Source: an optimization exercise on an open RTL-to-GDS flow (aim: small area). Production flows keep margins and buffers that such runs may drop. Only simulation tests tie the RTL to the original design; equivalence was not proved. No activity file was given, so power comes from the tool's default toggle rates.

## sonar_top
module sonar_top
#(
    parameter int N_CHANNELS = 4,
    parameter int PDM_DIV    = 4,
    parameter int WIN_LOG2   = 2
) (
    input  wire logic                  wb_clk_i,
    input  wire logic                  wb_rst_i,
    input  wire logic                  wbs_cyc_i,
    input  wire logic                  wbs_stb_i,
    input  wire logic                  wbs_we_i,
    input  wire logic [3:0]            wbs_sel_i,
    input  wire logic [31:0]           wbs_adr_i,
    input  wire logic [31:0]           wbs_dat_i,
    output logic                       wbs_ack_o,
    output logic [31:0]                wbs_dat_o,
    input  wire logic [N_CHANNELS-1:0] pdm_i,
    input  wire logic                  mclear_i,
    output logic                       mclk_o,
    output logic                       irq_o
);
Size: roughly 2100 cells after synthesis, roughly 500 flip-flops, ~110 I/O pins, about 23000 um2 of cells after synthesis.
==> flow/config.mk <==
export PLATFORM = sky130hd
export DESIGN_NAME = sonar_top
export DESIGN_NICKNAME = sonar_top
export VERILOG_FILES = /design/flow/design.v
export SDC_FILE = /design/flow/constraint.sdc
export NUM_CORES = 4
export LEC_CHECK = 0
export CAP_MARGIN = 20
export CORE_MARGIN = 2
export CORE_UTILIZATION = 75
export SLEW_MARGIN = 20
==> flow/constraint.sdc <==
create_clock -name core_clock -period 6.0 [get_ports {wb_clk_i}]
set_input_delay 1.2000 -clock core_clock [delete_from_list [all_inputs] [get_ports {wb_clk_i}]]
set_output_delay 1.2000 -clock core_clock [all_outputs]
set_load 0.01 [all_outputs]
standard.sh (not shown) runs the stock make flow with config.mk's settings and CLKGATE_MAP_FILE= SYNTH_SCRIPT=/design/flow/synth_recipe.tcl, a recipe that flattens the netlist after the stock synthesis.
==> flow/flow/run.sh <==
#!/bin/bash
# Standard layout with two changes: ports get the smallest buffer (buf_1)
# instead of clkdlybuf4s50_1, and clock tree synthesis adds no dummy loads and
# clusters sinks into groups a clkbuf_8 can drive within the clock-pin slew limit.
set -euo pipefail
CTS="-sink_clustering_enable -repair_clock_nets -dont_use_dummy_load"
CTS="$CTS -sink_clustering_size 18 -sink_clustering_max_diameter 50"
CTS="$CTS -buf_list sky130_fd_sc_hd__clkbuf_8"
bash standard.sh "CTS_ARGS=$CTS" "BUFFER_PORTS_ARGS=-buffer_cell sky130_fd_sc_hd__buf_1" finish > standard.log 2>&1
The starting point went through all stages and came out clean.
Change:
--- a/flow/flow/run.sh
+++ b/flow/flow/run.sh
@@ -7 +7 @@
-CTS="$CTS -sink_clustering_size 18 -sink_clustering_max_diameter 50"
+CTS="$CTS -sink_clustering_size 20 -sink_clustering_max_diameter 55"
--- a/flow/config.mk
+++ b/flow/config.mk
@@ -10 +10 @@
-export CORE_UTILIZATION = 75
+export CORE_UTILIZATION = 65
The changed run finished with timing, DRC and antenna clean.
Worst setup slack is better by 0.055 ns.
Wire length decreases slightly.
Clock skew increases by 0.030 ns.
Worst hold slack is worse by 0.015 ns.
Fmax increases slightly.
Power stays flat.
Utilization decreases by 9.6 points.
Critical path depth increases by 7.
Change:
--- a/flow/flow/run.sh
+++ b/flow/flow/run.sh
@@ -7 +7 @@
-CTS="$CTS -sink_clustering_size 20 -sink_clustering_max_diameter 55"
+CTS="$CTS -sink_clustering_size 18 -sink_clustering_max_diameter 50"
--- a/flow/config.mk
+++ b/flow/config.mk
@@ -8 +8 @@
-export CAP_MARGIN = 20
+export CAP_MARGIN = 0
@@ -10,2 +10,2 @@
-export CORE_UTILIZATION = 65
-export SLEW_MARGIN = 20
+export CORE_UTILIZATION = 75
+export SLEW_MARGIN = 0
Result: Clock skew went down by 0.030 ns. Worst setup slack gets worse by 0.055 ns. First-iteration DRC count went up by 28%. Power barely changes.
Change:
--- a/flow/flow/run.sh
+++ b/flow/flow/run.sh
@@ -7 +7 @@
-CTS="$CTS -sink_clustering_size 18 -sink_clustering_max_diameter 50"
+CTS="$CTS -sink_clustering_size 20 -sink_clustering_max_diameter 55"
--- a/flow/config.mk
+++ b/flow/config.mk
@@ -10 +10 @@
-export CORE_UTILIZATION = 75
+export CORE_UTILIZATION = 65
Effect:
- The changed run ran to the end with no violations
- power is about the same
- design area is about the same
- via count decreases by 3.9%
- critical path depth is unchanged
- setup slack improves by 0.045 ns

-- what the ideal ports hide --
How much do the figures lean on ideal ports? The routed layouts below were timed once more, with nothing changed but the port constraints. Step 1: set_driving_cell puts a clkbuf_16 on wb_clk_i and a buf_2 on each other input, an assumption about the parent block. Step 2 times the ports against the registers' clock, not the clock port: input delays grow and output delays shrink by t, the midpoint of the rising clock arrivals with the driver on. a / b / c = ideal ports / drivers / drivers and shift; a / b = the first two.
run	t (ns)	slack for setup (ns)	latest minus earliest clock arrival (ns)	pins driven straight from the clock port
the first run	0.613	0.218 / 0.218 / 0.218	0.067 / 0.068	1
the second run	0.669	0.273 / 0.273 / 0.273	0.097 / 0.097	1
the third run	0.613	0.218 / 0.218 / 0.218	0.067 / 0.068	1
the fourth run	0.668	0.264 / 0.264 / 0.264	0.065 / 0.065	1
After both steps setup and hold are still met in every run listed.
